Source: an optimization exercise on an open RTL-to-GDS flow (aim: small area and a short achievable clock period). Production flows keep margins and buffers that such runs may drop.
In this exercise RTL edits were held to simulation tests only and were not proved equivalent to the original.
Power and IR drop assume default switching activity.

==> flow/design.v (excerpt) <==
module mem_writeback_buffer #(
  parameter int ADDR_W = 9,
  parameter int DATA_W = 32,
  parameter int DEPTH  = 8
) (
  input  logic                     clk,
  input  logic                     rst_n,
  input  logic [3:0]               wr_valid,
  input  logic [ADDR_W-1:0]        wr_addr0,
  input  logic [ADDR_W-1:0]        wr_addr1,
  input  logic [ADDR_W-1:0]        wr_addr2,
  input  logic [ADDR_W-1:0]        wr_addr3,
  input  logic [DATA_W-1:0]        wr_data0,
  input  logic [DATA_W-1:0]        wr_data1,
  input  logic [DATA_W-1:0]        wr_data2,
  input  logic [DATA_W-1:0]        wr_data3,
  output logic                     wb_stall,
  input  logic                     mem_ready,
  output logic                     mem_we,
  output logic [ADDR_W-1:0]        mem_addr,
  output logic [DATA_W-1:0]        mem_data,
  input  logic [ADDR_W-1:0]        rd_addr1,
  input  logic [ADDR_W-1:0]        rd_addr2,
  output logic                     fwd_hit1,
  output logic [DATA_W-1:0]        fwd_data1,
  output logic                     fwd_hit2,
  output logic [DATA_W-1:0]        fwd_data2,
  output logic [$clog2(DEPTH):0]   occupancy,
  output logic                     overflow
);
For scale: ~350 flip-flops.
clock: 7.5 ns
lec_check: 0
cap_margin: 20
core_margin: 2
core_utilization: 45
setup_slack_margin: 2.5
slew_margin: 20
standard.sh (not shown) runs the stock make flow with config.mk's settings and CLKGATE_MAP_FILE= SYNTH_SCRIPT=/design/flow/synth_recipe.tcl, a recipe that flattens the netlist after the stock synthesis.
==> flow/flow/run.sh <==
#!/bin/bash
# The standard layout (standard.sh) with these changes:
#  - synthesis maps logic with flow/map.abc (see flow/synth_wrap.tcl);
#  - port buffers are the smallest plain buffer (buf_1) rather than the delay
#    buffer OpenROAD would pick; timing repair may still resize them;
#  - the clock tree uses clkbuf_8 with larger sink clusters and no dummy loads.
# Each tool's output goes to the ORFS logs under orfs/logs; make's own output
# goes to standard.log here.
set -euo pipefail
HERE=$(cd "$(dirname "$0")" && pwd)
WORK=$(pwd)
export MY_ABC_SCRIPT=$HERE/map.abc
export FLOW_SYNTH_TCL=$WORK/synth_recipe.tcl
export BUFFER_PORTS_ARGS="-buffer_cell sky130_fd_sc_hd__buf_1"
export CTS_ARGS="-sink_clustering_enable -repair_clock_nets -dont_use_dummy_load -buf_list sky130_fd_sc_hd__clkbuf_8 -sink_clustering_size 12 -sink_clustering_max_diameter 60"
sed "s|SYNTH_SCRIPT=[^ ]*|SYNTH_SCRIPT=$HERE/synth_wrap.tcl|" standard.sh > my_standard.sh
grep -q "SYNTH_SCRIPT=$HERE/synth_wrap.tcl" my_standard.sh
bash my_standard.sh > standard.log 2>&1
==> flow/flow/map.abc <==
&get -n
&nf -a
&put
==> flow/flow/synth_wrap.tcl <==
# The standard flow's synthesis script, with ABC's cell mapping run from flow/map.abc
# (area-oriented &nf on the design as written, with no restructuring) instead of
# ORFS's speed script. Registers are untouched:
# abc runs without -dff, so every flip-flop keeps its name and cell type.
proc abc {args} {
  set i [lsearch $args -script]
  lset args [expr {$i + 1}] $::env(MY_ABC_SCRIPT)
  yosys abc {*}$args
}
source $::env(FLOW_SYNTH_TCL)
Change:
- CORE_UTILIZATION: 45 -> 50
- SETUP_SLACK_MARGIN: 2.5 -> 3.0
Outcome:
- The changed run produced a clean layout
- sequential share of layout area came out lower by 2.6 points
- design area is higher by 7.1%
- routed wire length goes up by 7.3%
- die area falls by 9.8%
- global-route usage increases by 6.2 points
- core utilization rose by 10 points
- synthesized cell count does not change
- combinational power goes up by about 0.7%
Change:
- SETUP_SLACK_MARGIN: 3.0 -> 2.85
The new run completed with no timing, DRC or antenna violations.
Total power came out lower by about 0.9%.
Sequential power hardly moves.
Hold slack hardly moves.
First-iteration DRC count goes up by 2.9%.
Synthesized area does not change.
Synthesized cell count is unchanged.
Global-route usage decreases by 1.8 points.
Worst setup slack is worse by 66 ps.
Sequential cell count is unchanged.
Register-to-register slack gets worse by 160 ps.
Change:
- CORE_UTILIZATION: 50 -> 45
- SETUP_SLACK_MARGIN: 2.85 -> 2.75
Result:
- worst hold slack loses 25 ps
- total power hardly moves
- clock power is higher by a few percent
- cell count is higher slightly
Change:
- CORE_UTILIZATION: 45 -> 55
- SETUP_SLACK_MARGIN: 2.75 -> 2.5
After rerunning: Power fell by 0.97%; hold slack gets better by 15 ps; synthesized area is unchanged; routed wire length came out lower by 4.3%.

* * *

== build 69 ==
Starting RTL as in the previous note.
Settings: LEC_CHECK=0, CAP_MARGIN=20, CORE_MARGIN=2, CORE_UTILIZATION=55, SETUP_SLACK_MARGIN=3.0, SLEW_MARGIN=20; clock period 7.5 ns.
Scripts as last shown in full above: flow/flow/run.sh, flow/flow/map.abc, flow/flow/synth_wrap.tcl
Changes in build 5 relative to build 69:
# build 69
export LEC_CHECK = 0
export CAP_MARGIN = 20
export CORE_MARGIN = 2
export CORE_UTILIZATION = 55
export SETUP_SLACK_MARGIN = 3.0
export SLEW_MARGIN = 20
create_clock -name core_clock -period 7.5 [get_ports {clk}]
# build 5
export LEC_CHECK = 0
export CAP_MARGIN = 20
export CORE_MARGIN = 2
export CORE_UTILIZATION = 50
export SETUP_SLACK_MARGIN = 2.6
export SLEW_MARGIN = 20
create_clock -name core_clock -period 7.5 [get_ports {clk}]
==> comparison <==
- Build 5 against build 69: die area now larger, global-route usage fell 6.0 points.
- Side by side, total routed wire length on the met1 layer turned out higher in build 5 than in build 69.
- Post-layout worst setup margin ended up 150 ps lower on build 5 than on build 69.
- In build 5, the delay of the slowest cell on the worst path came out 400 ps above the value in build 69.
- ~same clock slew seen by the registers of the worst setup and hold paths in build 69 and build 5
- The register area on build 5 is in line with that on build 69.
- In build 5 the share of layout cells above drive strength 1 turned out 7.1 points lower than in build 69.
- Build 5 — detailed-route wire length 3.5% lower, build 69 as reference
The following lists how build 89 was set up differently from build 5:
# build 5
export LEC_CHECK = 0
export CAP_MARGIN = 20
export CORE_MARGIN = 2
export CORE_UTILIZATION = 50
export SETUP_SLACK_MARGIN = 2.6
export SLEW_MARGIN = 20
create_clock -name core_clock -period 7.5 [get_ports {clk}]
# build 89
export LEC_CHECK = 0
export CAP_MARGIN = 20
export CORE_MARGIN = 2
export CORE_UTILIZATION = 50
export SETUP_SLACK_MARGIN = 2.75
export SLEW_MARGIN = 20
create_clock -name core_clock -period 7.5 [get_ports {clk}]
Notes after the runs:
- Per the final summary, build 89 finished and its layout is clean on timing, DRC and antenna.
- Going from build 5 to build 89, post-detailed-routing wire length shrank by 2400 microns; overall power consumption shrank by 1.3%.
- Simple-gate share of the synthesized area: build 89 vs build 5 identical
- Build 89 vs build 5, count of placed standard cells in the final layout, fillers left out went down by 15.
- Build 89: register-to-register slack higher than build 5
- Taking build 5 as the reference, in build 89 worst setup slack +170 ps, clock-cell share of area saw little to no change, register share of total power grew by 0.4 points, peak clock frequency supported by timing up 7.3 MHz.

* * *

Setup of build 36:
mem_writeback_buffer, a different RTL version from the one above (not shown whole).
Size in the first run: roughly 2300 cells after synthesis, about 340 flip-flops, about 300 I/O pins.
## mem_writeback_buffer
module mem_writeback_buffer #(
  parameter int ADDR_W = 9,
  parameter int DATA_W = 32,
  parameter int DEPTH  = 8
) (
  input  logic                     clk,
  input  logic                     rst_n,
  input  logic [3:0]               wr_valid,
  input  logic [ADDR_W-1:0]        wr_addr0,
  input  logic [ADDR_W-1:0]        wr_addr1,
  input  logic [ADDR_W-1:0]        wr_addr2,
  input  logic [ADDR_W-1:0]        wr_addr3,
  input  logic [DATA_W-1:0]        wr_data0,
  input  logic [DATA_W-1:0]        wr_data1,
  input  logic [DATA_W-1:0]        wr_data2,
  input  logic [DATA_W-1:0]        wr_data3,
  output logic                     wb_stall,
  input  logic                     mem_ready,
  output logic                     mem_we,
  output logic [ADDR_W-1:0]        mem_addr,
  output logic [DATA_W-1:0]        mem_data,
  input  logic [ADDR_W-1:0]        rd_addr1,
  input  logic [ADDR_W-1:0]        rd_addr2,
  output logic                     fwd_hit1,
  output logic [DATA_W-1:0]        fwd_data1,
  output logic                     fwd_hit2,
  output logic [DATA_W-1:0]        fwd_data2,
  output logic [$clog2(DEPTH):0]   occupancy,
  output logic                     overflow
);
==> flow/config.mk <==
export PLATFORM = sky130hd
export DESIGN_NAME = mem_writeback_buffer
export DESIGN_NICKNAME = mem_writeback_buffer
export VERILOG_FILES = /design/flow/design.v
export SDC_FILE = /design/flow/constraint.sdc
export NUM_CORES = 4
export LEC_CHECK = 0
export CAP_MARGIN = 20
export CORE_MARGIN = 2
export CORE_UTILIZATION = 40
export PLACE_DENSITY = 0.45
export SETUP_SLACK_MARGIN = 1.0
export SLEW_MARGIN = 20
==> flow/constraint.sdc <==
create_clock -name core_clock -period 7.5 [get_ports {clk}]
set_input_delay 1.5000 -clock core_clock [delete_from_list [all_inputs] [get_ports {clk}]]
set_output_delay 1.5000 -clock core_clock [all_outputs]
set_load 0.01 [all_outputs]
==> flow/flow/run.sh <==
#!/bin/bash
set -o pipefail
export BUFFER_PORTS_ARGS="-buffer_cell sky130_fd_sc_hd__buf_1"
export CTS_ARGS="-sink_clustering_enable -repair_clock_nets -dont_use_dummy_load -buf_list sky130_fd_sc_hd__clkbuf_8"
bash standard.sh > standard.log 2>&1
Modified inputs, build 97 compared to build 36
- SETUP_SLACK_MARGIN changed from 1.0 to 2.5
==> run notes <==
- input port to primary output as the type of the setup path with the least slack was reported by build 97, and flop to primary output by build 36.
- Comparing the two runs side by side, build 97 comes out behind build 36 on worst-case headroom to the max-slew limit.
- Build 97 — fmax 0.013 GHz higher, build 36 as reference
- Higher area of the multi-input gates among build 97 and build 36: build 97
- On worst reg2reg path depth: between build 97 and build 36, it ends up higher for build 97.
- | via count | build 97 vs build 36 | worse |
- Between build 36 and build 97, total met3 wirelength after detailed routing increased.
- Higher post-CTS setup repair buffer count among build 97 and build 36: build 97
- Post-layout minimum cycle time in build 97 is 0.51 ns below build 36.
- For build 36, the standard cell with the maximum stage delay on the critical path was sky130_fd_sc_hd__o2111a_2, unlike build 97, where it was sky130_fd_sc_hd__or4_4.
- Build 97 vs build 36, met2 usage went up by 3.8 points.
- Taking build 36 as the reference point, the global-route wire length before repair of build 97 rises by 12000 microns.
- Between build 36 and build 97, number of ordinary and repair buffers in the finished layout increased.
Inputs modified between build 97 and build 83:
- putting CTS_CLUSTER_SIZE at 24 where nothing was set
- swapping 2.5 for 1.5 in SETUP_SLACK_MARGIN
- clearing PLACE_DENSITY, which used to be 0.45
- putting CTS_BUF_LIST at sky130_fd_sc_hd__clkbuf_4 sky130_fd_sc_hd__clkbuf_8 where nothing was set
==> flow/flow/run.sh <==
#!/bin/bash
set -o pipefail
export BUFFER_PORTS_ARGS="-buffer_cell sky130_fd_sc_hd__buf_1"
bash standard.sh > standard.log 2>&1
Results
Sort build 83 and build 97 by fraction of standard cell area that is sequential desc -> top: build 83. Looking only at wire length, and setting everything else aside, the lower value of build 83 and build 97 goes to build 83. Synthesized area: build 97 vs build 83 identical. Compared with build 97, build 83 supports a lower clock frequency. After synthesis and placement, the instance count of build 83 is below that of build 97. Register share of total power, build 83 and build 97: smaller value in build 97. Build 97 vs build 83, launch point of the worst path: rd_addr2[8] vs rd_addr2[7].
Setup changes, build 83 to build 75
- clearing CTS_BUF_LIST, which used to be sky130_fd_sc_hd__clkbuf_4 sky130_fd_sc_hd__clkbuf_8
- clearing SETUP_SLACK_MARGIN, which used to be 1.5
- clearing CTS_CLUSTER_SIZE, which used to be 24
### Flow results
- On flip-flop and latch area, build 75 tracks build 83 almost exactly.
- The clock-cell share of area in build 75 was higher than what build 83 gave.
- Compared with build 83, placement density in the core of build 75 is lower.
- Taking build 83 as the reference, in build 75 clock insertion delay at the later pin of the skew report lower; maximum ir drop on the vdd rail higher; met2 routing resource usage after global routing roughly the same; multi-input combinational gate total roughly the same; number of stages on the worst setup path lower.
- Relative to build 83, arrival time of data at the critical path endpoint has increased by 0.95 ns in build 75.
- Build 75 vs build 83 on global router's overall resource usage: build 75 is the lower one.
- From build 75 to build 83, async set-or-reset flop fraction in the synthesized netlist did not move at all.

==> separate check: timing with driven ports <==
Ports are ideal in the flow. The routed layouts listed here were re-timed in OpenROAD. Step 1 (the two cells are an assumption about what drives the block):
set clk [get_ports {clk}]
set_driving_cell -lib_cell sky130_fd_sc_hd__clkbuf_16 $clk
set_driving_cell -lib_cell sky130_fd_sc_hd__buf_2 [delete_from_list [all_inputs] $clk]
Step 2 also shifts input and output timing later by t, the mid clock arrival at the registers, as if the neighbouring blocks saw the same clock. Three values: ideal, step 1, step 2; two values: the first two.
run | t, ns | setup slack, ns | hold WS [ns] | worst setup path after step 2
the first run of note 1 | 0.657 | 2.525 / 2.412 / 1.925 | 0.462 / 0.462 / 0.462 | input to register
the second run of note 1 | 0.667 | 2.804 / 2.727 / 2.499 | 0.482 / 0.482 / 0.482 | input to register
the third run of note 1 | 0.668 | 2.738 / 2.687 / 2.357 | 0.482 / 0.482 / 0.482 | input to register
the fourth run of note 1 | 0.663 | 2.705 / 2.676 / 2.321 | 0.457 / 0.457 / 0.457 | input to register
the fifth run of note 1 | 0.655 | 2.471 / 2.448 / 1.939 | 0.473 / 0.473 / 0.473 | input to register
build 69 | 0.656 | 2.750 / 2.663 / 2.605 | 0.481 / 0.481 / 0.481 | input to register
build 5 | 0.650 | 2.597 / 2.541 / 2.063 | 0.473 / 0.473 / 0.473 | input to register
build 89 | 0.668 | 2.766 / 2.649 / 2.291 | 0.467 / 0.467 / 0.467 | input to register
build 36 | 0.710 | 1.028 / 0.966 / 1.063 | 0.457 / 0.457 / 0.457 | input to output
build 97 | 0.729 | 1.535 / 1.483 / 1.495 | 0.465 / 0.465 / 0.465 | input to output
build 83 | 0.770 | 1.334 / 1.282 / 1.282 | 0.486 / 0.486 / 0.486 | input to output
build 75 | 0.637 | 0.384 / 0.344 / 0.344 | 0.461 / 0.461 / 0.461 | input to output
After both steps every run listed still meets setup and hold. The setup slack of the first run of note 1, which loses most, moves by -0.113 ns with the drivers and by -0.600 ns with both steps.
